Context: an optimization exercise on an open-source flow, tuned for a short achievable clock period and few clock cycles. The choices shown serve that exercise and are no tape-out recipe. Function was checked by simulation only, so behaviour that the tests miss may differ from the original. No activity file was given, so power comes from the tool's default toggle rates.

[flow/config.mk]
export PLATFORM = sky130hd
export DESIGN_NAME = sprite_sequencer
export DESIGN_NICKNAME = sprite_sequencer
export VERILOG_FILES = /design/flow/design.v
export SDC_FILE = /design/flow/constraint.sdc
export NUM_CORES = 4
export LEC_CHECK = 0
export CAP_MARGIN = 20
export CORE_MARGIN = 2
export CORE_UTILIZATION = 30
export SLEW_MARGIN = 20
[flow/constraint.sdc]
create_clock -name core_clock -period 6.0 [get_ports {clk_pixel}]
set_input_delay 1.2000 -clock core_clock [delete_from_list [all_inputs] [get_ports {clk_pixel}]]
set_output_delay 1.2000 -clock core_clock [all_outputs]
set_load 0.01 [all_outputs]
[flow/design.v]
module sprite_sequencer #(
    parameter int MAX_SPRITES  = 16,
    parameter int NUM_FRAMES   = 512,
    parameter int WIDTH        = 1280,
    parameter int HEIGHT       = 720,
    parameter int ANIM_DIV     = 6,
    parameter int MAX_ANIM_LEN = 8,
    localparam int IW = $clog2(MAX_SPRITES),
    localparam int FW = $clog2(NUM_FRAMES),
    localparam int XW = $clog2(WIDTH),
    localparam int YW = $clog2(HEIGHT),
    localparam int LW = $clog2(MAX_ANIM_LEN + 1)
) (
    input  logic          clk_pixel,
    input  logic          sys_rst,
    input  logic          new_frame,
    input  logic          wr_en,
    input  logic [IW-1:0] wr_index,
    input  logic          wr_active,
    input  logic [XW-1:0] wr_x,
    input  logic [YW-1:0] wr_y,
    input  logic [FW-1:0] wr_base_frame,
    input  logic [LW-1:0] wr_anim_len,
    input  logic          sprite_ready,
    output logic          sprite_valid,
    output logic [XW-1:0] sprite_x,
    output logic [YW-1:0] sprite_y,
    output logic [FW-1:0] sprite_frame_number,
    output logic [IW-1:0] sprite_index,
    output logic          busy,
    output logic          list_done,
    output logic          overrun
);
    localparam int N  = MAX_SPRITES;
    localparam int DW = (ANIM_DIV > 1) ? $clog2(ANIM_DIV) : 1;
    logic          busy_reg;
    logic [DW-1:0] div_reg;
    logic          step_reg;
    logic          overrun_reg;
    logic          list_done_reg;
    logic          valid_reg;
    logic [XW-1:0] x_reg;
    logic [YW-1:0] y_reg;
    logic [FW-1:0] frame_reg;
    logic [IW-1:0] index_reg;
    logic [N-1:0]  mask_reg;
    logic [N-1:0]  act_vec;
    logic [N-1:0]  act_next;
    logic [XW-1:0] x_arr     [N];
    logic [YW-1:0] y_arr     [N];
    logic [FW-1:0] frame_arr [N];
    logic          start, out_free, take, mask_any, scan_end, step_now;
    logic [N-1:0]  low;
    logic [N-1:0]  below;
    always_comb begin
        below[0] = 1'b0;
        for (int i = 1; i < N; i++) below[i] = below[i-1] | mask_reg[i-1];
    end
    assign low      = mask_reg & ~below;
    assign mask_any = |mask_reg;
    assign start    = !busy_reg && new_frame;
    assign out_free = !valid_reg || sprite_ready;
    assign take     = (busy_reg && out_free) || (start && !wr_en);
    assign scan_end = busy_reg && out_free && !mask_any;
    assign step_now = busy_reg ? step_reg : (div_reg == DW'(ANIM_DIV - 1));
    genvar gi;
    generate
        for (gi = 0; gi < N; gi++) begin : g_entry
            logic          active_reg;
            logic [XW-1:0] x_e_reg;
            logic [YW-1:0] y_e_reg;
            logic [FW-1:0] base_reg;
            logic [FW-1:0] frame_e_reg;
            logic [LW-1:0] len_reg;
            logic [LW-1:0] phase_reg;
            logic          wr_hit;
            logic          adv_hit;
            logic          wrap;
            logic [LW-1:0] phase_inc;
            assign wr_hit    = wr_en && (wr_index == IW'(gi));
            assign adv_hit   = take && low[gi] && step_now;
            assign phase_inc = phase_reg + LW'(1);
            assign wrap      = (phase_inc >= ((len_reg == '0) ? LW'(1) : len_reg));
            always_ff @(posedge clk_pixel or posedge sys_rst) begin
                if (sys_rst) begin
                    active_reg <= 1'b0;
                end else if (wr_hit) begin
                    active_reg <= wr_active;
                end
            end
            always_ff @(posedge clk_pixel) begin
                if (wr_hit) begin
                    x_e_reg     <= wr_x;
                    y_e_reg     <= wr_y;
                    base_reg    <= wr_base_frame;
                    frame_e_reg <= wr_base_frame;
                    len_reg     <= wr_anim_len;
                    phase_reg   <= '0;
                end else if (adv_hit) begin
                    phase_reg   <= wrap ? '0 : phase_inc;
                    frame_e_reg <= wrap ? base_reg : frame_e_reg + FW'(1);
                end
            end
            assign act_vec[gi]   = active_reg;
            assign act_next[gi]  = wr_hit ? wr_active : active_reg;
            assign x_arr[gi]     = x_e_reg;
            assign y_arr[gi]     = y_e_reg;
            assign frame_arr[gi] = frame_e_reg;
        end
    endgenerate
    logic [XW-1:0] x_sel;
    logic [YW-1:0] y_sel;
    logic [FW-1:0] frame_sel;
    logic [IW-1:0] index_sel;
    always_comb begin
        x_sel     = '0;
        y_sel     = '0;
        frame_sel = '0;
        index_sel = '0;
        for (int i = 0; i < N; i++) begin
            x_sel     = x_sel     | (x_arr[i]     & {XW{low[i]}});
            y_sel     = y_sel     | (y_arr[i]     & {YW{low[i]}});
            frame_sel = frame_sel | (frame_arr[i] & {FW{low[i]}});
            index_sel = index_sel | (IW'(i)       & {IW{low[i]}});
        end
    end
    always_ff @(posedge clk_pixel or posedge sys_rst) begin
        if (sys_rst) begin
            busy_reg      <= 1'b0;
            div_reg       <= '0;
            step_reg      <= 1'b0;
            overrun_reg   <= 1'b0;
            list_done_reg <= 1'b0;
            mask_reg      <= '0;
            valid_reg     <= 1'b0;
        end else begin
            list_done_reg <= scan_end;
            if (busy_reg && new_frame) begin
                overrun_reg <= 1'b1;
            end
            if (start) begin
                busy_reg <= 1'b1;
                if (div_reg == DW'(ANIM_DIV - 1)) begin
                    div_reg  <= '0;
                    step_reg <= 1'b1;
                end else begin
                    div_reg  <= div_reg + DW'(1);
                    step_reg <= 1'b0;
                end
            end else if (scan_end) begin
                busy_reg <= 1'b0;
            end
            if (take && mask_any) begin
                mask_reg  <= mask_reg & ~low;
                valid_reg <= 1'b1;
            end else begin
                if (!busy_reg || scan_end) begin
                    mask_reg <= act_next;
                end
                if (take) begin
                    valid_reg <= 1'b0;
                end
            end
        end
    end
    always_ff @(posedge clk_pixel) begin
        if (take && mask_any) begin
            x_reg     <= x_sel;
            y_reg     <= y_sel;
            frame_reg <= frame_sel;
            index_reg <= index_sel;
        end
    end
    assign sprite_valid        = valid_reg;
    assign sprite_x            = x_reg;
    assign sprite_y            = y_reg;
    assign sprite_frame_number = frame_reg;
    assign sprite_index        = index_reg;
    assign busy                = busy_reg;
    assign list_done           = list_done_reg;
    assign overrun             = overrun_reg;
endmodule
[flow/run.sh]
#!/bin/bash
# synth_recipe.tcl (not shown) runs the flow's synth.tcl, then flattens the netlist and writes it again
# the make line also repeats each setting of config.mk as NAME=value (left out here)
make -C /OpenROAD-flow-scripts/flow DESIGN_CONFIG=/design/flow/config.mk WORK_HOME=/design/flow/orfs CLKGATE_MAP_FILE= SYNTH_SCRIPT=/design/flow/synth_recipe.tcl finish
==> results of run 1 <==
-- worst min-delay path by stage --
stage	startpoint	depth (start not counted)	slack [ps]	endpoint
4_1_cts	g_entry[7].phase_reg[3]$_SDFFE_PP0P_	2	470	g_entry[7].phase_reg[3]$_SDFFE_PP0P_
5_1_grt	g_entry[7].phase_reg[3]$_SDFFE_PP0P_	2	480	g_entry[7].phase_reg[3]$_SDFFE_PP0P_
2_1_floorplan	g_entry[15].phase_reg[3]$_SDFFE_PP0P_	2	440	g_entry[15].phase_reg[3]$_SDFFE_PP0P_
3_3_place_gp	g_entry[7].phase_reg[3]$_SDFFE_PP0P_	2	450	g_entry[7].phase_reg[3]$_SDFFE_PP0P_
6_report	g_entry[7].phase_reg[3]$_SDFFE_PP0P_	2	460	g_entry[7].phase_reg[3]$_SDFFE_PP0P_
3_5_place_dp	g_entry[3].phase_reg[3]$_SDFFE_PP0P_	2	460	g_entry[3].phase_reg[3]$_SDFFE_PP0P_
-- worst min-delay path, cell delays in order, from the launching register on --
cell	delay [ps]
dfxtp_1	310
nand2_1	50
a21oi_1	50
-- per-layer routing --
metal  vias up  track usage, %  wire (um)  part of all wire [%]
li1      11000               -          -                     -
met1     11900            22.2      45700                    45
met2       725            24.9      46400                    46
met3       151            2.77       6230                   6.1
met4         4            5.24       3340                   3.3
met5         -               0         24                 0.024
-- synthesized netlist by cell type, types with 12 or more instances --
library cell / n
nand3b_1: 36
or4_1: 14
a32o_1: 18
dfrtp_1: 40
nand4_1: 49
clkbuf_1: 148
nor2b_1: 32
or3_1: 20
inv_1: 100
mux2_2: 16
nand3_1: 77
a31o_2: 19
buf_1: 12
nand2_1: 354
xnor2_1: 50
dfxtp_1: 64
nor2_1: 72
and3_1: 13
nor3_1: 101
a22oi_1: 58
xor2_1: 95
a221oi_1: 70
a221o_1: 17
a21oi_1: 99
mux2i_1: 143
o21ai_0: 189
a211o_1: 26
nand2b_1: 18
ha_1: 96
a22o_1: 19
edfxtp_1: 722
-- power by group through the flow --
| stage | Sequential [mW] | Clock, mW | Combinational, mW |
|---|---|---|---|
| after floorplan | 7.10 | 0 | 2.13 |
| after global placement | 7.20 | 0 | 3.84 |
| after detailed placement | 7.20 | 0 | 3.86 |
| after CTS | 7.09 | 5.47 | 3.89 |
| after global routing | 7.08 | 5.70 | 4.21 |
| final | 7.04 | 5.37 | 3.95 |
-- layout by cell type (no fill, tap or decap), types with 26 or more instances in the layout --
cell type / count
edfxtp_1: 722
nand2_1: 354
o21ai_0: 188
mux2i_1: 143
a21oi_1: 99
ha_1: 96
xor2_1: 95
inv_1: 94
nor3_1: 93
clkbuf_16: 88
nand3_1: 77
clkdlybuf4s50_1: 72
a221oi_1: 70
dfxtp_1: 64
nor2_1: 61
a22oi_1: 58
buf_4: 57
xnor2_1: 50
nand4_1: 49
dfrtp_1: 37
nand3b_1: 36
nor2b_1: 31
a211o_1: 26
-- through the flow --
stage	cell area, um^2	util, %	total power [mW]	instances
after floorplan	36800	-	9.22	2880
after global placement	39600	32.5	11.0	4480
after detailed placement	39600	32.5	11.1	4480
after CTS	42400	34.8	16.4	4644
after global routing	42500	34.8	17.0	4645
final	42500	34.8	16.4	4647
-- cell families after synthesis --
kind of cell | share of synthesized area [%]
muxes | 4.37
adders and majority gates | 3.26
DFF | 65.0
and+or+nand+nor | 10.9
AOI/OAI and AO/OA | 10.2
xor gates and xnor gates | 3.45
buffers and inverters | 2.72
-- area by class of cell --
class                      instances  area, um^2  share of cell area [%]
sequential                       826       24000                    56.5
multi-input combinational       1790       12000                    28.3
clock buffer                     107        2310                    5.45
tap                             1625        2030                    4.79
timing repair buffer             140        1230                    2.91
clock inverter                    57         509                    1.20
inverter                         100         375                   0.884
antenna                            2        5.00                  0.0118
==> impl_metrics.json, run 1 <==
{
  "outcome": "complete, no violations",
  "async_flop_share_pct": 4.84,
  "r2r-start": "mask_reg[2]$_DFFE_PP0P_",
  "fin_tns_setup_ps": 0,
  "crit_start": "wr_index[1]",
  "post_cts_buffers": 0,
  "ys_types": 62,
  "cts.sinks": 826,
  "finClkSkew_ps": 37.4,
  "drc": 0,
  "gp_congestion": 0.887,
  "crit_chain": "clkdlybuf4s50_1 > nand2b_1 > nor2_4 > buf_4",
  "max_cap_violations": 0,
  "io_buffer_count": 81,
  "fin_hold_ws_ps": 462,
  "reg2reg_to": "g_entry[9].frame_e_reg[7]$_DFFE_PP_",
  "path_class": "in2reg",
  "ys_top_cells_by_area": "edfxtp_1, mux2i_1, nand2_1",
  "vdd_ir_drop_max_v": 0.000248,
  "final.setup.worst_slack_ps": 2320,
  "seq_area_frac_synth_pct": 65.0,
  "grtUsageTotal_pct": 15.9,
  "synthesis.nets": 3020,
  "firstDrtPassIters": 5,
  "syn_inst": 2880,
  "clock_path_buffers": 3,
  "power.density_mw_per_mm2": 385,
  "synth-edff-count": 722,
  "synthFlopType": "edfxtp_1",
  "crit_family": "simple AND/OR/NAND/NOR gates",
  "fp.dieArea_mm2": 0.126,
  "overflow": 0,
  "fin_nets": 3086,
  "max_stage_delay_ps": 950,
  "dr.first_iter.drc_count": 2314,
  "dp_slack_ps": 1700,
  "core_mm2": 0.122,
  "maxSlewHeadroom_pct": 27.9,
  "power.leakage_nw": 14.6,
  "r2r_cells": 7,
  "drt-total-wl_um": 102000,
  "cp-end-kind": "register",
  "worst_pin_slew_ps": 1080,
  "grt_pass1_wl_um": 151000,
  "h-tree-depth": 3,
  "finalMaxSlewViolations": 0,
  "hpwl_um": 64800,
  "p_sw_mw": 5.17,
  "slowest_stage": "nor2_4",
  "arrival_ps": 3980,
  "cts_tree": "done",
  "layout-drive-gt1-share_pct": 9.27,
  "syn2layout_area_growth_pct": 15.2,
  "grt_pass1_vias": 22800,
  "grt_max_degree": 70,
  "clkLatencyLatePin_ps": 680,
  "antenna_left": 0,
  "cts_root_buf": "clkbuf_16",
  "rsz0062_at_grt": "false",
  "synth_top_area_share_pct": 58.8,
  "crit_fanout": 37,
  "die_x_um": 354,
  "fillers": 11900,
  "routed_via_density": 5.12,
  "clock.fmax_mhz": 272,
  "clk_pin_slew_ps": 60,
  "cts-resized-gates": 0,
  "start_kind": "input port",
  "rows": 128,
  "regToRegSetupSlack_ps": 2340,
  "setup_viol_count_final": 0,
  "worstSetupPathDepth": 4,
  "synth_seq_cells": 826,
  "clkPwrFrac_pct": 32.9,
  "start_util_pct": 30.2,
  "p_int_mw": 11.2,
  "ys_warn_count": 4,
  "critPathBufInv": 2,
  "hold_path_class": "reg2reg",
  "syn_area_per_cell_um2": 12.8,
  "comb_power_share_pct": 24.1,
  "cp.required_ps": 6300,
  "via_count": 23800,
  "wl_per_cell_um": 21.9,
  "ctsHoldBuffers": 0,
  "post-route-period-util_pct": 61.4,
  "cts_buffers": 88,
  "antenna_found_initial": 4,
  "io_pins": 82,
  "synth.cell_area_mm2": 0.0368,
  "crit_end": "g_entry[9].y_e_reg[0]$_DFFE_PP_",
  "swShare_pct": 31.6,
  "synth_area_leader_cell": "edfxtp_1",
  "largest_reg_flops": 176,
  "fin_crit_ps": 3680,
  "hold_violations": 0,
  "pwr-share-seq_pct": 43.0,
  "die_y_um": 354
}
Testbench counts, summed over its fixed seeds: cycles 51,380.
==> run 2, diff against run 1 <==
--- a/flow/design.v
+++ b/flow/design.v
@@ -44,25 +44,26 @@
     logic [FW-1:0] frame_reg;
     logic [IW-1:0] index_reg;
     logic [N-1:0]  mask_reg;
-    logic [N-1:0]  act_vec;
+    logic [N-1:0]  adv_pend_reg;
     logic [N-1:0]  act_next;
     logic [XW-1:0] x_arr     [N];
     logic [YW-1:0] y_arr     [N];
     logic [FW-1:0] frame_arr [N];
-    logic          start, out_free, take, mask_any, scan_end, step_now;
-    logic [N-1:0]  low;
-    logic [N-1:0]  below;
+    logic          start, late_start, out_free, take, mask_any, scan_end, step_now;
+    logic [N-1:0]  low, below, pick;
     always_comb begin
         below[0] = 1'b0;
         for (int i = 1; i < N; i++) below[i] = below[i-1] | mask_reg[i-1];
     end
     assign low      = mask_reg & ~below;
     assign mask_any = |mask_reg;
-    assign start    = !busy_reg && new_frame;
-    assign out_free = !valid_reg || sprite_ready;
-    assign take     = (busy_reg && out_free) || (start && !wr_en);
-    assign scan_end = busy_reg && out_free && !mask_any;
-    assign step_now = busy_reg ? step_reg : (div_reg == DW'(ANIM_DIV - 1));
+    assign start      = !busy_reg && new_frame;
+    assign late_start = start && wr_en && !below[wr_index];
+    assign out_free   = !valid_reg || sprite_ready;
+    assign take       = (busy_reg && out_free) || (start && !late_start);
+    assign pick       = take ? low : '0;
+    assign scan_end   = busy_reg && out_free && !mask_any;
+    assign step_now   = busy_reg ? step_reg : (div_reg == DW'(ANIM_DIV - 1));
     genvar gi;
     generate
         for (gi = 0; gi < N; gi++) begin : g_entry
@@ -74,11 +75,9 @@
             logic [LW-1:0] len_reg;
             logic [LW-1:0] phase_reg;
             logic          wr_hit;
-            logic          adv_hit;
             logic          wrap;
             logic [LW-1:0] phase_inc;
             assign wr_hit    = wr_en && (wr_index == IW'(gi));
-            assign adv_hit   = take && low[gi] && step_now;
             assign phase_inc = phase_reg + LW'(1);
             assign wrap      = (phase_inc >= ((len_reg == '0) ? LW'(1) : len_reg));
             always_ff @(posedge clk_pixel or posedge sys_rst) begin
@@ -96,12 +95,11 @@
                     frame_e_reg <= wr_base_frame;
                     len_reg     <= wr_anim_len;
                     phase_reg   <= '0;
-                end else if (adv_hit) begin
+                end else if (adv_pend_reg[gi]) begin
                     phase_reg   <= wrap ? '0 : phase_inc;
                     frame_e_reg <= wrap ? base_reg : frame_e_reg + FW'(1);
                 end
             end
-            assign act_vec[gi]   = active_reg;
             assign act_next[gi]  = wr_hit ? wr_active : active_reg;
             assign x_arr[gi]     = x_e_reg;
             assign y_arr[gi]     = y_e_reg;
@@ -133,8 +131,10 @@
             list_done_reg <= 1'b0;
             mask_reg      <= '0;
             valid_reg     <= 1'b0;
+            adv_pend_reg  <= '0;
         end else begin
             list_done_reg <= scan_end;
+            adv_pend_reg  <= step_now ? pick : '0;
             if (busy_reg && new_frame) begin
                 overrun_reg <= 1'b1;
             end
@@ -151,7 +151,7 @@
                 busy_reg <= 1'b0;
             end
             if (take && mask_any) begin
-                mask_reg  <= mask_reg & ~low;
+                mask_reg  <= (busy_reg ? mask_reg : act_next) & ~low;
                 valid_reg <= 1'b1;
             end else begin
                 if (!busy_reg || scan_end) begin
--- a/flow/config.mk
+++ b/flow/config.mk
@@ -5,7 +5,12 @@
 export SDC_FILE = /design/flow/constraint.sdc
 export NUM_CORES = 4
 export LEC_CHECK = 0
+export ABC_CLOCK_PERIOD_IN_PS = 2000
 export CAP_MARGIN = 20
 export CORE_MARGIN = 2
-export CORE_UTILIZATION = 30
+export CORE_UTILIZATION = 50
+export CTS_CLUSTER_DIAMETER = 100
+export CTS_CLUSTER_SIZE = 30
+export SETUP_SLACK_MARGIN = 3.6
 export SLEW_MARGIN = 20
+export TNS_END_PERCENT = 100
==> run 2 against run 1 <==
  * Still clean
  * Global-route usage rose by 10 points
  * Fmax rose by 44%
  * Wire length increased by 0.82%
==> impl_metrics.json, run 2 <==
{
  "final-instance-count-excl-fill": 3983,
  "clk_pin_slew_ps": 110,
  "start_util_pct": 50.3,
  "power.density_mw_per_mm2": 389,
  "gp_congestion": 0.883,
  "fin_hold_ws_ps": 490,
  "layout_common_cells": "edfxtp_1, nand2_1, o21ai_0",
  "finClkSkew_ps": 24.0,
  "synth_top_area_share_pct": 58.2,
  "cp-end-kind": "primary output",
  "io_buffer_count": 81,
  "synthFlopType": "edfxtp_1",
  "max_stage_delay_ps": 540,
  "syn_inst": 2852,
  "arrival_ps": 1350,
  "final_common_cell": "edfxtp_1",
  "cts_tree": "done",
  "path_class": "reg2out",
  "cp.required_ps": 4800,
  "dp_cells": 3791,
  "ys_warn_count": 4,
  "crit_chain": "buf_2",
  "hold_path_class": "reg2reg",
  "hpwl_um": 63700,
  "clock_path_buffers": 3,
  "yosys-top-cells-count": "edfxtp_1, nand2_1, o21ai_0, mux2i_1, a22oi_1",
  "power.leakage_nw": 15.0,
  "worst_pin_slew_ps": 991,
  "grt_pass1_wl_um": 151000,
  "slowest_stage": "edfxtp_1",
  "rsz0062_at_grt": "true",
  "seq_area_frac_synth_pct": 65.4,
  "fin_crit_ps": 2550,
  "critPathBufInv": 1,
  "async_flop_share_pct": 6.65,
  "synth_area_leader_cell": "edfxtp_1",
  "die_y_um": 277,
  "drc": 0,
  "fin_nets": 3124,
  "synth-edff-count": 722,
  "setup_viol_count_final": 0,
  "grtUsageTotal_pct": 26.2,
  "clkLatencyLatePin_ps": 610,
  "syn2layout_area_growth_pct": 13.7,
  "antenna_left": 0,
  "cts_root_buf": "clkbuf_16",
  "synth_seq_cells": 842,
  "core_mm2": 0.0741,
  "dr.first_iter.drc_count": 2536,
  "h-tree-depth": 2,
  "ys_top_cells_by_area": "edfxtp_1, mux2i_1, dfrtp_1",
  "maxSlewHeadroom_pct": 33.9,
  "via_count": 24000,
  "rows": 100,
  "grt_max_degree": 68,
  "max_cap_violations": 0,
  "drt-total-wl_um": 103000,
  "dp_slack_ps": 1490,
  "clock.fmax_mhz": 392,
  "ctsHoldBuffers": 0,
  "vdd_ir_drop_max_v": 0.000252,
  "grt_pass1_vias": 23400,
  "fp.dieArea_mm2": 0.0768,
  "cts.sinks": 842,
  "finalMaxSlewViolations": 0,
  "routed_via_density": 6.03,
  "io_pins": 82,
  "ys_types": 59,
  "overflow": 0,
  "yosysMostFrequentCell": "edfxtp_1",
  "largest_reg_flops": 176,
  "synthesis.nets": 2992,
  "final.setup.worst_slack_ps": 3450,
  "crit_fanout": 1,
  "synth.cell_area_mm2": 0.0373,
  "hold_violations": 0,
  "post-route-period-util_pct": 42.5,
  "syn_area_per_cell_um2": 13.1,
  "outcome": "complete, no violations",
  "antenna_found_initial": 6,
  "cts_buffers": 35,
  "crit_family": "flip-flops",
  "layout-drive-gt1-share_pct": 15.4,
  "start_kind": "register",
  "fin_tns_setup_ps": 0,
  "fillers": 5968,
  "die_x_um": 277,
  "wl_per_cell_um": 25.8,
  "firstDrtPassIters": 6
}
-- run 2: power by group --
group	switching (mW)	internal, mW
registers	0.432	7.03
logic	3.40	2.51
clock network	1.83	1.29
-- run 2: area by class of cell --
type | count | area [um^2] | area share [%]
Clock inverter | 10 | 129 | 0.304
Timing Repair Buffer | 238 | 2440 | 5.76
Multi-Input combinational cell | 1750 | 12700 | 30.1
Sequential cell | 842 | 24400 | 57.5
Tap cell | 969 | 1210 | 2.86
Clock buffer | 54 | 1020 | 2.41
Inverter | 117 | 443 | 1.05
Antenna cell | 3 | 7.51 | 0.0177
-- run 2: logic make-up (layout without fill, tap and decap cells) --
kind of cell / after synthesis / after routing / share of synthesized area (%)
mux: 177 / 177 / 4.81
other cells: 0 / 3 / 0
flops: 842 / 842 / 65.4
buf+inv: 277 / 419 / 2.98
compound gates: 719 / 720 / 12.6
fa+ha+maj: 96 / 96 / 3.22
simple gates: 596 / 612 / 7.65
xor+xnor: 145 / 145 / 3.41
-- run 2: final timing paths --
| kind | endpoint | cells after the start | slack (ps) | from |
|---|---|---|---|---|
| min | g_entry[14].phase_reg[3]$_SDFFE_PP0P_ | 2 | 490 | g_entry[14].phase_reg[3]$_SDFFE_PP0P_ |
| min reg2reg | g_entry[14].phase_reg[3]$_SDFFE_PP0P_ | 2 | 490 | g_entry[14].phase_reg[3]$_SDFFE_PP0P_ |
| max reg2reg | frame_reg[2]$_DFFE_PP_ | 7 | 3580 | mask_reg[1]$_DFFE_PP0P_ |
| max | sprite_y[4] | 1 | 3450 | y_reg[4]$_DFFE_PP_ |
| min in group asynchronous | g_entry[15].active_reg$_DFF_PP0_ | 3 | 1210 | sys_rst |
| max in group asynchronous | mask_reg[0]$_DFFE_PP0P_ | 3 | 4240 | sys_rst |
-- run 2: worst min-delay path: cells and delay by family, from the launching register on --
| kind | cells | cell delay [ps] |
|---|---|---|
| DFF | 1 | 330 |
| and+or+nand+nor | 1 | 70 |
| AOI/OAI and AO/OA | 1 | 50 |
-- run 2: per-stage QoR --
stage	utilization (%)	area, um^2	power, mW
final	57.2	42400	16.5
after global placement	52.9	39200	12.4
after detailed placement	52.9	39200	12.5
after CTS	56.2	41600	16.1
after floorplan	-	37800	10.7
after global routing	57.2	42400	17.2
-- run 2: repair_timing --
item | in CTS | in global routing
pin swaps | 35 | 37
resized for setup | 269 | 117
gates cloned | 21 | 11
setup endpoints to repair | 1049 | 302
buffers inserted | 74 | 19
-- run 2: metal layers --
layer	global-route usage [%]	vias up	share of wire, %
met5	0	-	0.013
met1	35.8	12200	42
met3	2.17	131	5.0
met4	7.65	2	3.1
met2	45.2	726	50
li1	-	11000	-
Testbench counts of run 2, summed over its fixed seeds: cycles 50,115.
==> run 3, diff against run 2 <==
--- a/flow/design.v
+++ b/flow/design.v
@@ -164,7 +164,7 @@
         end
     end
     always_ff @(posedge clk_pixel) begin
-        if (take && mask_any) begin
+        if (out_free) begin
             x_reg     <= x_sel;
             y_reg     <= y_sel;
             frame_reg <= frame_sel;
==> run 3 against run 2 <==
  * Sequential cell count unchanged
  * Hold slack got worse by 3.9 ps
  * Count of clock-buffer cells in the layout decreased by 4
  * Combinational power up 7.3%
  * Clock power is 4% lower
  * Cell count is 2.1% higher
  * Register-to-register slack got worse by 190 ps
  * Critical path type is now reg2reg
  * Largest power group unchanged
  * Highest routed layer unchanged
==> impl_metrics.json, run 3 <==
{
  "max_cap_violations": 0,
  "grtUsageTotal_pct": 27.4,
  "seq_area_frac_synth_pct": 65.6,
  "fin_tns_setup_ps": 0,
  "drc": 0,
  "final_common_cell": "edfxtp_1",
  "vdd_ir_drop_max_v": 0.000241,
  "synth_area_leader_cell": "edfxtp_1",
  "hold_path_class": "reg2reg",
  "fp.dieArea_mm2": 0.0764,
  "antenna_found_initial": 5,
  "fin_nets": 3224,
  "reg2reg_to": "y_reg[8]$_DFFE_PN_",
  "fin_hold_ws_ps": 486,
  "clock_path_buffers": 3,
  "maxSlewHeadroom_pct": 38.8,
  "antenna_left": 0,
  "async_flop_share_pct": 6.65,
  "drt-total-wl_um": 107000,
  "wl_per_cell_um": 26.3,
  "arrival_ps": 3090,
  "start_util_pct": 50.7,
  "die_x_um": 276,
  "via_count": 24800,
  "clk_pin_slew_ps": 110,
  "ys_types": 56,
  "hold-path-cell-count": 2,
  "finalMaxSlewViolations": 0,
  "firstDrtPassIters": 5,
  "synth.cell_area_mm2": 0.0371,
  "hold_violations": 0,
  "crit_start": "mask_reg[1]$_DFFE_PP0P_",
  "power.leakage_nw": 15.7,
  "grt_max_degree": 57,
  "syn2layout_area_growth_pct": 16.9,
  "critPathBufInv": 3,
  "slowest_stage": "or4_4",
  "r2r_cells": 9,
  "die_y_um": 276,
  "clock.fmax_mhz": 383,
  "start_kind": "register",
  "synthFlopType": "edfxtp_1",
  "yosys-top-cells-count": "edfxtp_1, nand2_1, o21ai_0, mux2i_1, nand3_1",
  "core_mm2": 0.0732,
  "synthesis.nets": 3014,
  "rows": 99,
  "r2r-start": "mask_reg[1]$_DFFE_PP0P_",
  "min_to": "g_entry[15].phase_reg[3]$_SDFFE_PP0P_",
  "overflow": 0,
  "largest_reg_flops": 176,
  "cts_root_buf": "clkbuf_16",
  "max_stage_delay_ps": 560,
  "regToRegSetupSlack_ps": 3390,
  "layout-drive-gt1-share_pct": 18.8,
  "cp-end-kind": "register",
  "finClkSkew_ps": 25.5,
  "hpwl_um": 60800,
  "synth_top_area_share_pct": 58.4,
  "clkLatencyLatePin_ps": 620,
  "power.density_mw_per_mm2": 388,
  "synth_seq_cells": 842,
  "cp.required_ps": 6480,
  "rsz0062_at_grt": "true",
  "h-tree-depth": 2,
  "fillers": 5720,
  "layout_common_cells": "edfxtp_1, nand2_1, o21ai_0",
  "syn_inst": 2874,
  "io_buffer_count": 81,
  "ys_warn_count": 4,
  "gp_congestion": 0.875,
  "syn_area_per_cell_um2": 12.9,
  "ctsHoldBuffers": 0,
  "dr.first_iter.drc_count": 2804,
  "crit_fanout": 8,
  "yosysMostFrequentCell": "edfxtp_1",
  "cts_buffers": 35,
  "path_class": "reg2reg",
  "final-instance-count-excl-fill": 4067,
  "grt_pass1_vias": 24000,
  "synth-edff-count": 722,
  "io_pins": 82,
  "cts.sinks": 842,
  "dp_cells": 3794,
  "crit_family": "simple AND/OR/NAND/NOR gates",
  "post-route-period-util_pct": 43.5,
  "routed_via_density": 6.10,
  "final_util_pct": 59.3,
  "worstHoldStart": "g_entry[15].phase_reg[3]$_SDFFE_PP0P_",
  "crit_chain": "or4_4 > nor4_4 > and2_4 > buf_6 > and3_4 > buf_12 > buf_16 > a22oi_2 > nand3_1",
  "fin_crit_ps": 2610,
  "setup_viol_count_final": 0,
  "outcome": "complete, no violations",
  "grt_pass1_wl_um": 157000,
  "cts_tree": "done",
  "ys_top_cells_by_area": "edfxtp_1, mux2i_1, dfrtp_1",
  "worst_pin_slew_ps": 911
}
## run 3: cell count changes in the layout (fill, tap and decap cells not counted), sizes merged, moves of 13 or more
cell     previous run  this run
a21oi             150       104
o2111ai            32         2
nand3             115       148
and3               10        23
nand2             269       347
a22oi             149        95
a31oi               5        34
a32oi               0        30
buf               193       273
or3                 2        17
inv               120        90
## run 3: area by class of cell
cell class | count | area [um^2] | area share [%]
antenna | 4 | 10.0 | 0.0231
clock buffer | 50 | 978 | 2.25
clock inverter | 7 | 71.3 | 0.164
inverter | 87 | 330 | 0.761
multi-input combinational | 1797 | 13000 | 30.0
sequential | 842 | 24400 | 56.2
tap | 959 | 1200 | 2.76
timing repair buffer | 321 | 3380 | 7.80
## run 3: worst max-delay path by stage
stage,depth (start not counted),to
after floorplan,9,mask_reg[7]$_DFFE_PP0P_
after global placement,8,adv_pend_reg[8]$_DFF_PP0_
after detailed placement,6,g_entry[4].frame_e_reg[6]$_DFFE_PP_
after CTS,1,sprite_x[2]
after global routing,9,x_reg[2]$_DFFE_PN_
final,9,y_reg[8]$_DFFE_PN_
## run 3: power by group
group          leakage (nW)  switching [mW]  internal [mW]
sequential             7.79           0.472           7.03
clock                 0.508            1.81           1.18
combinational          7.40            3.62           2.71
total                  15.7            5.90           10.9
## run 3: cell families (layout without fill, tap and decap cells)
| group | Yosys count | in the layout | synth area share [%] |
|---|---|---|---|
| XOR/XNOR | 145 | 145 | 3.42 |
| other | 0 | 4 | 0 |
| buffers and inverters | 256 | 465 | 2.74 |
| flip-flops | 842 | 842 | 65.6 |
| AND/OR/NAND/NOR | 737 | 758 | 9.28 |
| adder cells (fa/ha/maj) | 96 | 96 | 3.24 |
| multiplexers | 174 | 174 | 4.75 |
| AO/OA/AOI/OAI | 624 | 624 | 10.9 |
## run 3: layer usage
layer	GRT usage, %	vias to the layer above	routed length, um
met5	0	-	23
met4	9.71	4	3920
met3	2.95	186	6510
met2	45.1	954	51500
met1	38.0	12500	45200
li1	-	11100	-
## run 3: worst min-delay path, cell delays in order (launching register included)
cell and delay, ps:
dfxtp_1 330, nand2b_1 70, a21oi_1 50
## run 3: what timing repair did
action | CTS | global route
endpoints found under the setup margin | 1019 | 436
pin swaps | 57 | 36
setup buffers | 137 | 33
gates cloned | 34 | 8
resized for setup | 360 | 91
## run 3: metrics by stage
stage | power [mW] | cell area, um^2 | setup slack (ps)
5_1_grt | 17.5 | 43400 | 3340
3_3_place_gp | 12.4 | 39000 | 2090
3_5_place_dp | 12.5 | 39000 | 2050
6_report | 16.8 | 43400 | 3390
2_1_floorplan | 10.7 | 37500 | 3180
4_1_cts | 16.4 | 42700 | 3410
Testbench counts of run 3, summed over its fixed seeds: cycles 50,115.
==> run 4, diff against run 3 <==
--- a/flow/design.v
+++ b/flow/design.v
@@ -163,8 +163,13 @@
             end
         end
     end
-    always_ff @(posedge clk_pixel) begin
-        if (out_free) begin
+    always_ff @(posedge clk_pixel or posedge sys_rst) begin
+        if (sys_rst) begin
+            x_reg     <= '0;
+            y_reg     <= '0;
+            frame_reg <= '0;
+            index_reg <= '0;
+        end else if (out_free) begin
             x_reg     <= x_sel;
             y_reg     <= y_sel;
             frame_reg <= frame_sel;
==> run 4 against run 3 <==
  * Global-route usage rose by 0.087 points
  * Die area fell by 0.13%
  * Still clean on timing, DRC and antenna
  * Register-to-register slack improved by 150 ps
  * Critical path depth rose by 1
  * Non-clock buffer count fell by 3
==> impl_metrics.json, run 4 <==
{
  "via_count": 25000,
  "antenna_found_initial": 8,
  "comb_power_share_pct": 37.8,
  "ys_warn_count": 4,
  "clkLatencyLatePin_ps": 630,
  "p_int_mw": 10.9,
  "power.density_mw_per_mm2": 387,
  "slowest_stage": "or4_4",
  "crit_chain": "buf_12 > or4_4 > buf_6 > nor3_4 > nand4_1 > o21ai_4 > buf_6 > buf_16 > mux2i_1 > a31oi_1",
  "fin_nets": 3182,
  "cts.sinks": 842,
  "synth_area_leader_cell": "edfxtp_1",
  "worstSetupPathDepth": 10,
  "pwr-share-seq_pct": 44.1,
  "postLayoutCellArea_mm2": 0.0433,
  "swShare_pct": 35.0,
  "synthesis.nets": 2979,
  "antenna_left": 0,
  "core_mm2": 0.0732,
  "cts_buffers": 35,
  "final.setup.worst_slack_ps": 3540,
  "start_kind": "register",
  "clkPwrFrac_pct": 18.2,
  "hpwl_um": 62400,
  "cp-end-kind": "register",
  "vdd_ir_drop_max_v": 0.000349,
  "placed_area_mm2": 0.0390,
  "syn2layout_area_growth_pct": 16.7,
  "crit_family": "simple AND/OR/NAND/NOR gates",
  "cp.required_ps": 6480,
  "hold_path_class": "reg2reg",
  "grt_max_degree": 69,
  "io_pins": 82,
  "async_flop_share_pct": 10.7,
  "r2r_cells": 10,
  "max_stage_delay_ps": 470,
  "clock_path_buffers": 3,
  "crit_end": "mask_reg[12]$_DFFE_PP0P_",
  "post-route-period-util_pct": 41.0,
  "synthFlopType": "edfxtp_1",
  "ctsHoldBuffers": 0,
  "power.leakage_nw": 15.6,
  "clock.fmax_mhz": 407,
  "largest_reg_flops": 176,
  "worst_pin_slew_ps": 1140,
  "arrival_ps": 2940,
  "dr.first_iter.drc_count": 3026,
  "grt_pass1_vias": 23900,
  "power_mw": 16.7,
  "final-instance-count-excl-fill": 4032,
  "grt_pass1_wl_um": 157000,
  "layout-drive-gt1-share_pct": 19.8,
  "outcome": "complete, no violations",
  "final_common_cell": "edfxtp_1",
  "ys_top_cells_by_area": "edfxtp_1, dfrtp_1, mux2i_1",
  "dp_slack_ps": 2020,
  "fin_hold_ws_ps": 491,
  "io_buffer_count": 81,
  "wl_per_cell_um": 27.3,
  "maxSlewHeadroom_pct": 24.0,
  "cts_tree": "done",
  "seq_area_frac_synth_pct": 65.3,
  "clk_pin_slew_ps": 110,
  "crit_start": "mask_reg[0]$_DFFE_PP0P_",
  "max_cap_violations": 0,
  "synth_top_area_share_pct": 55.7,
  "fin_crit_ps": 2460,
  "overflow": 0,
  "die_y_um": 276,
  "dp_cells": 3770,
  "crit_fanout": 5,
  "fp.dieArea_mm2": 0.0763,
  "gp_congestion": 0.864,
  "crit_top_cell": "buf_6",
  "hold-path-cell-count": 2,
  "syn_inst": 2839,
  "yosys-top-cells-count": "edfxtp_1, nand2_1, a21oi_1, o21ai_0, mux2i_1",
  "final_util_pct": 59.1,
  "start_util_pct": 50.6,
  "die_x_um": 276,
  "drc": 0,
  "layout_common_cells": "edfxtp_1, nand2_1, mux2i_1",
  "cts_root_buf": "clkbuf_16",
  "fin_tns_setup_ps": 0,
  "drt-total-wl_um": 110000,
  "firstDrtPassIters": 8,
  "rows": 99,
  "finalMaxSlewViolations": 0,
  "worstHoldStart": "g_entry[14].phase_reg[3]$_SDFFE_PP0P_",
  "setup_viol_count_final": 0,
  "routed_via_density": 6.19,
  "ys_types": 60,
  "synth-edff-count": 688,
  "synth_seq_cells": 842,
  "p_sw_mw": 5.85,
  "yosysMostFrequentCell": "edfxtp_1",
  "regToRegSetupSlack_ps": 3540,
  "path_class": "reg2reg",
  "h-tree-depth": 2,
  "r2r-start": "mask_reg[0]$_DFFE_PP0P_",
  "critPathBufInv": 4,
  "syn_area_per_cell_um2": 13.1,
  "reg2reg_to": "mask_reg[12]$_DFFE_PP0P_",
  "synth.cell_area_mm2": 0.0371,
  "hold_violations": 0,
  "grtUsageTotal_pct": 27.5,
  "rsz0062_at_grt": "true",
  "finClkSkew_ps": 48.8
}
[run 4: worst min-delay path by stage]
stage                                            end  slack [ps]
6_report       g_entry[14].phase_reg[3]$_SDFFE_PP0P_         490
5_1_grt         g_entry[1].phase_reg[3]$_SDFFE_PP0P_         520
4_1_cts        g_entry[14].phase_reg[3]$_SDFFE_PP0P_         490
3_5_place_dp                 overrun_reg$_DFFE_PP0P_         470
3_3_place_gp                 overrun_reg$_DFFE_PP0P_         440
2_1_floorplan  g_entry[13].phase_reg[3]$_SDFFE_PP0P_         460
[run 4: repair_timing]
item                        CTS  global route
resized for setup           359           217
cloned                       27            22
pin swaps                    41            73
buffers inserted             94            51
setup endpoints to repair  1050           394
[run 4: power by group through the flow]
stage               registers [mW]  logic [mW]  clock network (mW)
floorplan                     7.35        3.16                   0
global placement              7.44        4.71                   0
detailed placement            7.46        4.84                   0
CTS                           7.34        5.49                3.09
global route                  7.43        6.70                3.26
finish                        7.37        6.32                3.04
[run 4: kinds of logic (layout without fill, tap and decap cells)]
logic type,count (synthesis),after routing,synth area share (%)
AOI/OAI and AO/OA,656,657,11.6
xor gates and xnor gates,145,145,3.43
adders and majority gates,96,96,3.24
buffers and inverters,250,461,2.77
DFF,842,842,65.3
muxes,174,174,4.75
other,0,4,0
and+or+nand+nor,676,694,8.89
[run 4: metal layers]
layer	routed length, um	up-vias	GRT usage [%]
met3	8060	193	3.36
li1	-	11100	-
met5	136	-	0
met4	4920	10	11.3
met1	45900	12600	38.3
met2	51100	1079	44.0
[run 4: worst reg2reg max path, cell delays in order (launching register included)]
cell	delay, ps
dfrtp_2	450
buf_12	140
or4_4	470
buf_6	150
nor3_4	220
nand4_1	170
o21ai_4	230
buf_6	140
buf_16	120
mux2i_1	200
a31oi_1	70
[run 4: layout make-up]
class	instances	area, um^2
multi-input cells	1766	13200
diodes	4	10.0
flip-flops and latches	842	24200
clock inverters	9	92.6
repair buffers	318	3240
well taps	959	1200
clock buffers	55	993
inverters	79	304
fillers	5665	29900
Testbench counts of run 4, summed over its fixed seeds: cycles 50,115.
==> run 5, diff against run 4 <==
--- a/flow/design.v
+++ b/flow/design.v
@@ -163,13 +163,8 @@
             end
         end
     end
-    always_ff @(posedge clk_pixel or posedge sys_rst) begin
-        if (sys_rst) begin
-            x_reg     <= '0;
-            y_reg     <= '0;
-            frame_reg <= '0;
-            index_reg <= '0;
-        end else if (out_free) begin
+    always_ff @(posedge clk_pixel) begin
+        if (out_free) begin
             x_reg     <= x_sel;
             y_reg     <= y_sel;
             frame_reg <= frame_sel;
==> flow/config.mk (replaced) <==
export PLATFORM = sky130hd
export DESIGN_NAME = sprite_sequencer
export DESIGN_NICKNAME = sprite_sequencer
export VERILOG_FILES = /design/flow/design.v
export SDC_FILE = /design/flow/constraint.sdc
export NUM_CORES = 4
export LEC_CHECK = 0
export ABC_CLOCK_PERIOD_IN_PS = 1500
export CAP_MARGIN = 20
export CORE_MARGIN = 2
export CORE_UTILIZATION = 45
export CTS_CLUSTER_DIAMETER = 80
export CTS_CLUSTER_SIZE = 24
export SETUP_SLACK_MARGIN = 4.0
export SLEW_MARGIN = 20
export TNS_END_PERCENT = 100
==> run 5 against run 4 <==
  * Area after synthesis up 0.13%
  * Critical path type unchanged
  * First-iteration DRC count down 20%
  * Still clean
  * Count of clock-buffer cells in the layout up 3
  * Fmax down 5.9%
  * Critical path depth down 1
==> impl_metrics.json, run 5 <==
{
  "worst_pin_slew_ps": 1040,
  "ys_warn_count": 4,
  "max_stage_delay_ps": 580,
  "power.leakage_nw": 17.2,
  "synth_area_leader_cell": "edfxtp_1",
  "fp.dieArea_mm2": 0.0848,
  "max_cap_violations": 0,
  "drc": 0,
  "slowest_stage": "or4_4",
  "synth.cell_area_mm2": 0.0371,
  "ys_top_cells_by_area": "edfxtp_1, mux2i_1, dfrtp_1",
  "crit_fanout": 7,
  "cts_root_buf": "clkbuf_16",
  "io_buffer_count": 81,
  "synthesis.nets": 3014,
  "h-tree-depth": 2,
  "arrival_ps": 3090,
  "met3_usage_pct": 3.44,
  "overflow": 0,
  "fin_tns_setup_ps": 0,
  "start_kind": "register",
  "dr.first_iter.drc_count": 2419,
  "clock_path_buffers": 3,
  "firstDrtPassIters": 6,
  "yosysMostFrequentCell": "edfxtp_1",
  "finClkSkew_ps": 42.2,
  "ctsHoldBuffers": 0,
  "cp-end-kind": "register",
  "hold_violations": 0,
  "cp.required_ps": 6480,
  "outcome": "complete, no violations",
  "start_util_pct": 45.3,
  "synth-edff-count": 722,
  "clock.fmax_mhz": 383,
  "globalRoute.busiestLayer": "met2",
  "hold_path_class": "reg2reg",
  "power.density_mw_per_mm2": 392,
  "gp_congestion": 0.855,
  "drt-total-wl_um": 114000,
  "io_pins": 82,
  "fin_nets": 3393,
  "final_util_pct": 58.2,
  "die_x_um": 291,
  "crit_chain": "or4_4 > buf_6 > a221o_1 > o2111ai_2 > nand4_1 > buf_6 > buf_12 > nand2_8 > nor3_4",
  "die_y_um": 291,
  "grt_pass1_wl_um": 164000,
  "async_flop_share_pct": 6.65,
  "yosys-top-cells-count": "edfxtp_1, nand2_1, o21ai_0, mux2i_1, nand3_1",
  "fin_crit_ps": 2610,
  "setup_viol_count_final": 0,
  "use_met2_pct": 42.5,
  "synth_seq_cells": 842,
  "crit_top_cell": "buf_6",
  "hpwl_um": 60700,
  "rows": 105,
  "cts_buffers": 45,
  "syn_area_per_cell_um2": 12.9,
  "layout-drive-gt1-share_pct": 29.8,
  "wl_per_cell_um": 26.1,
  "grtUsageTotal_pct": 25.7,
  "cts_tree": "done",
  "cts.sinks": 842,
  "clk_pin_slew_ps": 100,
  "syn_inst": 2874,
  "antenna_found_initial": 3,
  "syn2layout_area_growth_pct": 28.3,
  "clkLatencyLatePin_ps": 640,
  "synth_top_area_share_pct": 58.4,
  "seq_area_frac_synth_pct": 65.6,
  "via_count": 25700,
  "routed_via_density": 5.91,
  "path_class": "reg2reg",
  "grt_max_degree": 68,
  "synthFlopType": "edfxtp_1",
  "largest_reg_flops": 176,
  "fillers": 6243,
  "final_common_cell": "edfxtp_1",
  "post-route-period-util_pct": 43.6,
  "vdd_ir_drop_max_v": 0.000252,
  "layout_common_cells": "edfxtp_1, nand2_1, buf_4",
  "antenna_left": 0,
  "ys_types": 56,
  "met1_usage_pct": 34.9,
  "maxSlewHeadroom_pct": 30.6,
  "finalMaxSlewViolations": 0,
  "core_mm2": 0.0818,
  "rsz0062_at_grt": "true",
  "grt_pass1_vias": 25400
}
[run 5: changes by cell type in the layout (fill, tap and decap cells not counted), moves of 31 or more]
| cell | previous run | this run |
|---|---|---|
| a21oi_1 | 147 | 39 |
| o21ai_1 | 40 | 142 |
| nand2_1 | 234 | 328 |
| o21ai_0 | 120 | 61 |
| buf_12 | 32 | 79 |
| buf_6 | 43 | 90 |
| nor2b_1 | 43 | 2 |
| edfxtp_1 | 688 | 722 |
| inv_2 | 11 | 43 |
| a222oi_1 | 31 | 0 |
| nand3_2 | 1 | 32 |
[run 5: logic make-up after synthesis]
group           share of synthesized area (%)
compound gates                           10.9
xor+xnor                                 3.42
fa+ha+maj                                3.24
buf+inv                                  2.74
flops                                    65.6
mux                                      4.75
simple gates                             9.28
[run 5: per-layer routing]
metal	vias to the layer above	part of all wire [%]
li1	11500	-
met1	13000	41
met2	1019	48
met3	230	7.2
met4	2	3.7
met5	-	0.0079
[run 5: final timing paths]
check / startpoint / end / slack [ps] / cells past startpoint
max in group asynchronous: sys_rst / mask_reg[8]$_DFFE_PP0P_ / 4140 / 3
min in group asynchronous: sys_rst / adv_pend_reg[0]$_DFF_PP0_ / 1180 / 3
worst min register to register: g_entry[6].phase_reg[3]$_SDFFE_PP0P_ / g_entry[6].phase_reg[3]$_SDFFE_PP0P_ / 490 / 2
worst max register to register: mask_reg[2]$_DFFE_PP0P_ / adv_pend_reg[8]$_DFF_PP0_ / 3390 / 9
worst min-delay path: g_entry[6].phase_reg[3]$_SDFFE_PP0P_ / g_entry[6].phase_reg[3]$_SDFFE_PP0P_ / 490 / 2
worst max-delay path: mask_reg[2]$_DFFE_PP0P_ / adv_pend_reg[8]$_DFF_PP0_ / 3390 / 9
[run 5: timing repair]
item	4_1_cts	5_1_grt
gates resized for setup	756	221
gates cloned	53	17
endpoints found under the setup margin	1021	572
pin swaps	172	96
buffers inserted	239	64
[run 5: metrics by stage]
stage / std cells / area (um^2) / hold slack (ps) / setup slack, ps / power (mW)
6_report: 4353 / 47600 / 487 / 3390 / 18.7
5_1_grt: 4352 / 47600 / 504 / 3340 / 19.4
4_1_cts: 4270 / 45900 / 489 / 3450 / 18.0
3_5_place_dp: 3902 / 39300 / 452 / 1950 / 12.5
3_3_place_gp: 3902 / 39300 / 450 / 2020 / 12.3
2_1_floorplan: 2874 / 38000 / 449 / 3180 / 10.8
[run 5: critical path: cells and delay by family, from the launching register on]
family	cells	cell delay, ps
DFF	1	430
buffers and inverters	3	480
AOI/OAI and AO/OA	2	510
and+or+nand+nor	4	1000
[run 5: final cells by class]
class	instances	area (um^2)	area share, %
Sequential cell	842	24500	51.4
Multi-Input combinational cell	1804	14300	30.1
Timing Repair Buffer	473	5760	12.1
Tap cell	1070	1340	2.81
Clock buffer	58	1230	2.58
Inverter	87	335	0.704
Clock inverter	18	181	0.381
Antenna cell	1	2.50	0.00526
[run 5: report_power, final]
| group | leakage (nW) | total [mW] | internal, mW | switching [mW] |
|---|---|---|---|---|
| Combinational | 8.72 | 7.63 | 3.56 | 4.07 |
| Clock | 0.677 | 3.52 | 1.54 | 1.98 |
| Sequential | 7.80 | 7.51 | 7.05 | 0.458 |
Testbench counts of run 5, summed over its fixed seeds: cycles 50,115.
==> run 6, diff against run 5 <==
--- a/flow/design.v
+++ b/flow/design.v
@@ -44,13 +44,14 @@
     logic [FW-1:0] frame_reg;
     logic [IW-1:0] index_reg;
     logic [N-1:0]  mask_reg;
-    logic [N-1:0]  adv_pend_reg;
+    logic [N-1:0]  low_reg;
+    logic          took_step_reg;
     logic [N-1:0]  act_next;
     logic [XW-1:0] x_arr     [N];
     logic [YW-1:0] y_arr     [N];
     logic [FW-1:0] frame_arr [N];
     logic          start, late_start, out_free, take, mask_any, scan_end, step_now;
-    logic [N-1:0]  low, below, pick;
+    logic [N-1:0]  low, below;
     always_comb begin
         below[0] = 1'b0;
         for (int i = 1; i < N; i++) below[i] = below[i-1] | mask_reg[i-1];
@@ -61,7 +62,6 @@
     assign late_start = start && wr_en && !below[wr_index];
     assign out_free   = !valid_reg || sprite_ready;
     assign take       = (busy_reg && out_free) || (start && !late_start);
-    assign pick       = take ? low : '0;
     assign scan_end   = busy_reg && out_free && !mask_any;
     assign step_now   = busy_reg ? step_reg : (div_reg == DW'(ANIM_DIV - 1));
     genvar gi;
@@ -95,7 +95,7 @@
                     frame_e_reg <= wr_base_frame;
                     len_reg     <= wr_anim_len;
                     phase_reg   <= '0;
-                end else if (adv_pend_reg[gi]) begin
+                end else if (took_step_reg && low_reg[gi]) begin
                     phase_reg   <= wrap ? '0 : phase_inc;
                     frame_e_reg <= wrap ? base_reg : frame_e_reg + FW'(1);
                 end
@@ -131,10 +131,12 @@
             list_done_reg <= 1'b0;
             mask_reg      <= '0;
             valid_reg     <= 1'b0;
-            adv_pend_reg  <= '0;
+            low_reg       <= '0;
+            took_step_reg <= 1'b0;
         end else begin
             list_done_reg <= scan_end;
-            adv_pend_reg  <= step_now ? pick : '0;
+            low_reg       <= low;
+            took_step_reg <= take && step_now;
             if (busy_reg && new_frame) begin
                 overrun_reg <= 1'b1;
             end
@@ -163,8 +165,13 @@
             end
         end
     end
-    always_ff @(posedge clk_pixel) begin
-        if (out_free) begin
+    always_ff @(posedge clk_pixel or posedge sys_rst) begin
+        if (sys_rst) begin
+            x_reg     <= '0;
+            y_reg     <= '0;
+            frame_reg <= '0;
+            index_reg <= '0;
+        end else if (out_free) begin
             x_reg     <= x_sel;
             y_reg     <= y_sel;
             frame_reg <= frame_sel;
==> flow/config.mk (replaced) <==
export PLATFORM = sky130hd
export DESIGN_NAME = sprite_sequencer
export DESIGN_NICKNAME = sprite_sequencer
export VERILOG_FILES = /design/flow/design.v
export SDC_FILE = /design/flow/constraint.sdc
export NUM_CORES = 4
export LEC_CHECK = 0
export ABC_CLOCK_PERIOD_IN_PS = 2000
export CAP_MARGIN = 20
export CORE_MARGIN = 2
export CORE_UTILIZATION = 50
export CTS_CLUSTER_DIAMETER = 80
export CTS_CLUSTER_SIZE = 24
export SETUP_SLACK_MARGIN = 3.9
export SLEW_MARGIN = 20
export TNS_END_PERCENT = 100
==> run 6 against run 5 <==
  * Via count increased by 0.46%
  * Setup slack worse by 36 ps
  * First-iteration DRC count up 35%
  * Sequential share of layout area is 1.3 points higher
  * Clock skew is 1.2 ps lower
  * Wire length down 1.3%
  * Count of clock-buffer cells in the layout rose by 7
  * Total power is 5.4% lower
  * Sequential power down 0.9%
  * Largest power group is now sequential cells
==> impl_metrics.json, run 6 <==
{
  "outcome": "complete, no violations",
  "crit_chain": "buf_12 > or4_4 > nor3b_4 > buf_12 > buf_16 > a222oi_1 > o2111ai_2 > a21oi_2 > a31oi_1",
  "arrival_ps": 3160,
  "wl_per_cell_um": 27.0,
  "grt_pass1_wl_um": 157000,
  "worst_pin_slew_ps": 1020,
  "clock_path_buffers": 3,
  "cts_root_buf": "clkbuf_16",
  "antenna_found_initial": 5,
  "routed_via_density": 6.23,
  "firstDrtPassIters": 19,
  "vdd_ir_drop_max_v": 0.000262,
  "cts_tree": "done",
  "worstHoldStart": "g_entry[15].phase_reg[3]$_SDFFE_PP0P_",
  "syn_inst": 2846,
  "cts.sinks": 843,
  "regToRegSetupSlack_ps": 3350,
  "max_stage_delay_ps": 800,
  "syn_area_per_cell_um2": 13.0,
  "overflow": 0,
  "r2r-start": "mask_reg[0]$_DFFE_PP0P_",
  "clkLatencyLatePin_ps": 660,
  "die_y_um": 276,
  "layout-drive-gt1-share_pct": 25.6,
  "synthesis.nets": 2986,
  "hold_violations": 0,
  "synthFlopType": "edfxtp_1",
  "rsz0062_at_grt": "true",
  "critPathBufInv": 3,
  "seq_area_frac_synth_pct": 65.6,
  "die_x_um": 276,
  "synth.cell_area_mm2": 0.0369,
  "fin_nets": 3291,
  "core_mm2": 0.0731,
  "crit_family": "compound AO/OA/AOI/OAI gates",
  "fillers": 5492,
  "reg2reg_to": "frame_reg[0]$_DFFE_PP0N_",
  "dr.first_iter.drc_count": 3274,
  "synth-edff-count": 688,
  "ctsHoldBuffers": 0,
  "yosysMostFrequentCell": "edfxtp_1",
  "max_cap_violations": 0,
  "path_class": "reg2reg",
  "clk_pin_slew_ps": 100,
  "rows": 99,
  "layout_common_cells": "edfxtp_1, nand2_1, o21ai_1",
  "ys_types": 63,
  "io_pins": 82,
  "maxSlewHeadroom_pct": 31.7,
  "drt-total-wl_um": 112000,
  "h-tree-depth": 2,
  "start_util_pct": 50.5,
  "post-route-period-util_pct": 44.2,
  "grt_max_degree": 57,
  "clock.fmax_mhz": 377,
  "crit_fanout": 7,
  "grt_pass1_vias": 24400,
  "finClkSkew_ps": 41.1,
  "finalMaxSlewViolations": 0,
  "io_buffer_count": 81,
  "cp.required_ps": 6510,
  "hpwl_um": 60400,
  "async_flop_share_pct": 10.8,
  "ys_top_cells_by_area": "edfxtp_1, dfrtp_1, mux2i_1",
  "slowest_stage": "a222oi_1",
  "fin_tns_setup_ps": 0,
  "crit_top_cell": "buf_12",
  "fin_crit_ps": 2650,
  "start_kind": "register",
  "synth_area_leader_cell": "edfxtp_1",
  "power_mw": 17.6,
  "gp_congestion": 0.847,
  "final_common_cell": "edfxtp_1",
  "antenna_left": 0,
  "cp-end-kind": "register",
  "grtUsageTotal_pct": 28.0,
  "power.leakage_nw": 16.8,
  "synth_top_area_share_pct": 55.9,
  "power.density_mw_per_mm2": 383,
  "synth_seq_cells": 843,
  "largest_reg_flops": 176,
  "fp.dieArea_mm2": 0.0761,
  "via_count": 25900,
  "syn2layout_area_growth_pct": 24.8,
  "r2r_cells": 9,
  "drc": 0,
  "cts_buffers": 44,
  "hold-path-cell-count": 2,
  "setup_viol_count_final": 0,
  "hold_path_class": "reg2reg",
  "yosys-top-cells-count": "edfxtp_1, nand2_1, o21ai_0, a21oi_1, mux2i_1",
  "ys_warn_count": 4,
  "min_to": "g_entry[15].phase_reg[3]$_SDFFE_PP0P_",
  "fin_hold_ws_ps": 468
}
==> run 6: cell count changes after synthesis, sizes merged, moves of 31 or more <==
cell / previous run / this run
nand2: 346 / 278
a222oi: 0 / 58
nand4: 3 / 49
a21oi: 104 / 147
nand2b: 71 / 29
dfrtp: 56 / 91
edfxtp: 722 / 688
nand3: 148 / 117
==> run 6: cells by family (layout without fill, tap and decap cells) <==
group	after synthesis	count (layout)	synth area share [%]
AO/OA/AOI/OAI	704	704	12.3
XOR/XNOR	145	145	3.44
adder cells (fa/ha/maj)	96	96	3.25
buffers and inverters	259	593	2.83
flip-flops	843	843	65.6
multiplexers	162	162	4.44
other	0	1	0
AND/OR/NAND/NOR	637	644	8.15
==> run 6: metal layers <==
metal | wire [um] | share of wire [%] | global-route usage (%)
met5 | 22 | 0.020 | 0
met2 | 52800 | 47 | 45.1
met4 | 3600 | 3.2 | 9.05
met3 | 9210 | 8.2 | 3.25
met1 | 46600 | 42 | 39.9
==> run 6: final cells by class <==
cell class                      count  area [um^2]  area share (%)
Timing Repair Buffer              412         5150            11.2
Clock inverter                     17          158           0.342
Antenna cell                        1         2.50         0.00543
Timing Repair inverter              3         43.8          0.0950
Sequential cell                   843        24300            52.7
Clock buffer                       65         1190            2.58
Inverter                           96          460           0.999
Tap cell                          959         1200            2.60
Multi-Input combinational cell   1751        13600            29.5
==> run 6: worst reg2reg max path: cells and delay by family, from the launching register on <==
family | cells | cell delay (ps)
AOI/OAI and AO/OA | 4 | 1540
buffers and inverters | 3 | 380
DFF | 1 | 400
and+or+nand+nor | 2 | 180
==> run 6: metrics by stage <==
step | setup WS (ps) | cells | util [%] | area, um^2
2_1_floorplan | 3300 | 2846 | - | 37900
3_3_place_gp | 1650 | 3785 | 53.7 | 39200
3_5_place_dp | 1580 | 3785 | 53.7 | 39200
4_1_cts | 3380 | 4037 | 60.2 | 44000
5_1_grt | 3370 | 4146 | 63.1 | 46100
6_report | 3350 | 4147 | 63.1 | 46100
==> run 6: how the worst max path moves through the flow <==
stage	startpoint	endpoint	slack, ps	cells after the start
6_report	mask_reg[0]$_DFFE_PP0P_	frame_reg[0]$_DFFE_PP0N_	3350	9
5_1_grt	mask_reg[0]$_DFFE_PP0P_	frame_reg[0]$_DFFE_PP0N_	3370	9
4_1_cts	mask_reg[0]$_DFFE_PP0P_	frame_reg[0]$_DFFE_PP0N_	3380	9
3_5_place_dp	wr_index[1]	mask_reg[3]$_DFFE_PP0P_	1580	7
3_3_place_gp	wr_index[1]	mask_reg[3]$_DFFE_PP0P_	1650	7
2_1_floorplan	wr_index[1]	g_entry[0].frame_e_reg[1]$_DFFE_PP_	3300	5
==> run 6: report_power, final <==
group          switching (mW)  internal [mW]
Combinational            3.40           3.40
Sequential              0.516           6.93
Clock                    1.96           1.44
Total                    5.88           11.8
==> run 6: what timing repair did <==
item / CTS / global route
endpoints found under the hold margin: 0 / 0
gates resized for setup: 638 / 190
pin swaps: 121 / 118
setup endpoints to repair: 1052 / 492
cloned: 27 / 24
buffers inserted: 143 / 85
Testbench counts of run 6, summed over its fixed seeds: cycles 50,115.
==> run 7, diff against run 6 <==
--- a/flow/config.mk
+++ b/flow/config.mk
@@ -9,8 +9,8 @@
 export CAP_MARGIN = 20
 export CORE_MARGIN = 2
 export CORE_UTILIZATION = 50
-export CTS_CLUSTER_DIAMETER = 80
-export CTS_CLUSTER_SIZE = 24
-export SETUP_SLACK_MARGIN = 3.9
+export CTS_CLUSTER_DIAMETER = 100
+export CTS_CLUSTER_SIZE = 30
+export SETUP_SLACK_MARGIN = 3.6
 export SLEW_MARGIN = 20
 export TNS_END_PERCENT = 100
==> run 7 against run 6 <==
  * Highest routed layer unchanged
  * Largest cell class unchanged
  * Cell count shrank 3.3%
  * Total power is 8.5% lower
  * First-iteration DRC count is 11% lower
==> impl_metrics.json, run 7 <==
{
  "outcome": "complete, no violations",
  "final-instance-count-excl-fill": 4010,
  "synth-edff-count": 688,
  "use_met2_pct": 43.4,
  "clock.fmax_mhz": 407,
  "synth.cell_area_mm2": 0.0369,
  "crit_chain": "buf_6",
  "postLayoutCellArea_mm2": 0.0430,
  "finalMaxSlewViolations": 0,
  "cts_root_buf": "clkbuf_16",
  "met1_usage_pct": 38.5,
  "critPathBufInv": 1,
  "cts_buffers": 36,
  "clock_path_buffers": 3,
  "largest_reg_flops": 176,
  "hpwl_um": 61700,
  "ys_top_cells_by_area": "edfxtp_1, dfrtp_1, mux2i_1",
  "drt-total-wl_um": 106000,
  "die_y_um": 276,
  "syn_area_per_cell_um2": 13.0,
  "io_buffer_count": 81,
  "fin_crit_ps": 2460,
  "layout_common_cells": "edfxtp_1, nand2_1, o21ai_0",
  "syn_inst": 2846,
  "fin_tns_setup_ps": 0,
  "setup_viol_count_final": 0,
  "syn2layout_area_growth_pct": 16.5,
  "crit_fanout": 2,
  "fin_hold_ws_ps": 473,
  "yosysMostFrequentCell": "edfxtp_1",
  "post-route-period-util_pct": 40.9,
  "grt_max_degree": 69,
  "wl_per_cell_um": 26.3,
  "ys_warn_count": 4,
  "crit_family": "flip-flops",
  "cp-end-kind": "primary output",
  "power.leakage_nw": 15.7,
  "ctsHoldBuffers": 0,
  "maxSlewHeadroom_pct": 23.7,
  "final_common_cell": "edfxtp_1",
  "cp.required_ps": 4800,
  "power.density_mw_per_mm2": 375,
  "rsz0062_at_grt": "true",
  "die_x_um": 276,
  "worst_pin_slew_ps": 1140,
  "grt_pass1_wl_um": 152000,
  "grtUsageTotal_pct": 26.9,
  "drc": 0,
  "slowest_stage": "dfrtp_2",
  "overflow": 0,
  "gp_congestion": 0.831,
  "via_count": 24900,
  "seq_area_frac_synth_pct": 65.6,
  "arrival_ps": 1260,
  "synthesis.nets": 2986,
  "finClkSkew_ps": 26.4,
  "ys_types": 63,
  "clkLatencyLatePin_ps": 620,
  "h-tree-depth": 2,
  "vdd_ir_drop_max_v": 0.000350,
  "antenna_found_initial": 3,
  "dp_cells": 3776,
  "fp.dieArea_mm2": 0.0761,
  "path_class": "reg2out",
  "antenna_left": 0,
  "clk_pin_slew_ps": 100,
  "async_flop_share_pct": 10.8,
  "power_mw": 16.1,
  "cts_tree": "done",
  "globalRoute.busiestLayer": "met2",
  "fillers": 5767,
  "synth_seq_cells": 843,
  "core_mm2": 0.0731,
  "met3_usage_pct": 3.15,
  "max_stage_delay_ps": 510,
  "max_cap_violations": 0,
  "dr.first_iter.drc_count": 2929,
  "firstDrtPassIters": 19,
  "routed_via_density": 6.21,
  "fin_nets": 3166,
  "grt_pass1_vias": 23900,
  "start_util_pct": 50.5,
  "layout-drive-gt1-share_pct": 19.1,
  "io_pins": 82,
  "yosys-top-cells-count": "edfxtp_1, nand2_1, o21ai_0, a21oi_1, mux2i_1",
  "rows": 99,
  "synth_area_leader_cell": "edfxtp_1",
  "placed_area_mm2": 0.0391,
  "hold_violations": 0,
  "synthFlopType": "edfxtp_1",
  "hold_path_class": "reg2reg",
  "cts.sinks": 843,
  "synth_top_area_share_pct": 55.9,
  "start_kind": "register"
}
## run 7: final cells by class
class / count / area, um^2 / share of cell area (%)
inverter: 96 / 450 / 1.05
timing repair inverter: 2 / 13.8 / 0.0320
timing repair buffer: 296 / 3110 / 7.22
clock inverter: 14 / 151 / 0.352
clock buffer: 48 / 971 / 2.26
multi-input combinational: 1751 / 12900 / 29.9
antenna: 1 / 2.50 / 0.00582
tap: 959 / 1200 / 2.79
sequential: 843 / 24300 / 56.4
## run 7: routing by layer
layer	vias up	routed length, um
li1	11100	-
met2	947	49700
met5	-	13
met1	12700	45000
met3	160	7710
met4	2	3200
## run 7: worst reg2reg max path, cell delays in order (launching register included)
cell and delay [ps]:
edfxtp_1 370, inv_2 50, a31o_4 210, ha_4 200
nand2b_4 130, a21o_1 170, a21o_1 180, a21oi_4 320
buf_12 190, mux2i_1 210, o21ai_1 80
## run 7: report_power, final
group          internal (mW)  total [mW]  switching [mW]  leakage [nW]
Combinational           2.60        5.64            3.04          7.26
Clock                   1.24        3.11            1.87         0.550
Sequential              6.91        7.38           0.474          7.85
Total                   10.8        16.1            5.38          15.7
## run 7: through the flow
step | util, % | setup slack (ps)
after global routing | 58.9 | 3510
after CTS | 57.4 | 3530
after detailed placement | 53.4 | 1690
final | 58.9 | 3540
after global placement | 53.4 | 1760
after floorplan | - | 3140
## run 7: cell families after synthesis
family	share of synthesized area, %
buffers and inverters	2.83
AOI/OAI and AO/OA	12.3
DFF	65.6
xor gates and xnor gates	3.44
and+or+nand+nor	8.15
muxes	4.44
adders and majority gates	3.25
## run 7: path summary, 6_finish.rpt
path	slack (ps)	depth (start not counted)	from	end
max	3540	1	valid_reg$_DFFE_PP0P_	sprite_valid
min	470	2	g_entry[15].phase_reg[3]$_SDFFE_PP0P_	g_entry[15].phase_reg[3]$_SDFFE_PP0P_
max reg2reg	3640	10	g_entry[15].len_reg[1]$_DFFE_PP_	g_entry[15].frame_e_reg[0]$_DFFE_PP_
min reg2reg	470	2	g_entry[15].phase_reg[3]$_SDFFE_PP0P_	g_entry[15].phase_reg[3]$_SDFFE_PP0P_
max in group asynchronous	3930	3	sys_rst	mask_reg[8]$_DFFE_PP0P_
min in group asynchronous	990	2	sys_rst	overrun_reg$_DFFE_PP0P_
## run 7: timing repair
item | CTS | global route
hold endpoints to repair | 0 | 0
buffers inserted | 104 | 43
gates cloned | 14 | 10
pin swaps | 44 | 55
gates resized for setup | 342 | 127
setup endpoints to repair | 1004 | 281

[separate check: timing with driven ports]
The flow's constraints put no driver on any port. The routed layouts listed below were extracted and timed again, unchanged, in two steps.
Step 1 assumes that a clkbuf_16 drives the clock port and a buf_2 every other input.
Step 2 also shifts input and output timing later by t, the mid clock arrival at the registers, as if the neighbouring blocks saw the same clock.
Three values: no drivers, after step 1, after step 2; two values: the first two.
run	t, ns	setup WS [ns]	hold WS [ns]	clock arrival spread, ns
run 1	0.722	2.317 / 2.297 / 1.574	0.462 / 0.462 / 0.462	0.041 / 0.041
run 2	0.663	3.451 / 3.385 / 2.865	0.490 / 0.490 / 0.490	0.027 / 0.026
run 3	0.663	3.390 / 3.390 / 2.791	0.486 / 0.486 / 0.486	0.028 / 0.028
run 4	0.675	3.540 / 3.477 / 2.847	0.491 / 0.491 / 0.491	0.053 / 0.053
run 5	0.683	3.386 / 3.386 / 2.805	0.487 / 0.487 / 0.487	0.044 / 0.044
run 6	0.705	3.350 / 3.350 / 2.890	0.468 / 0.468 / 0.468	0.042 / 0.042
run 7	0.671	3.544 / 3.475 / 2.892	0.473 / 0.473 / 0.473	0.033 / 0.032
After both steps every run listed still meets setup and hold. For run 1, which loses most, drivers alone change the setup slack by -0.020 ns; drivers and shift together by -0.743 ns.
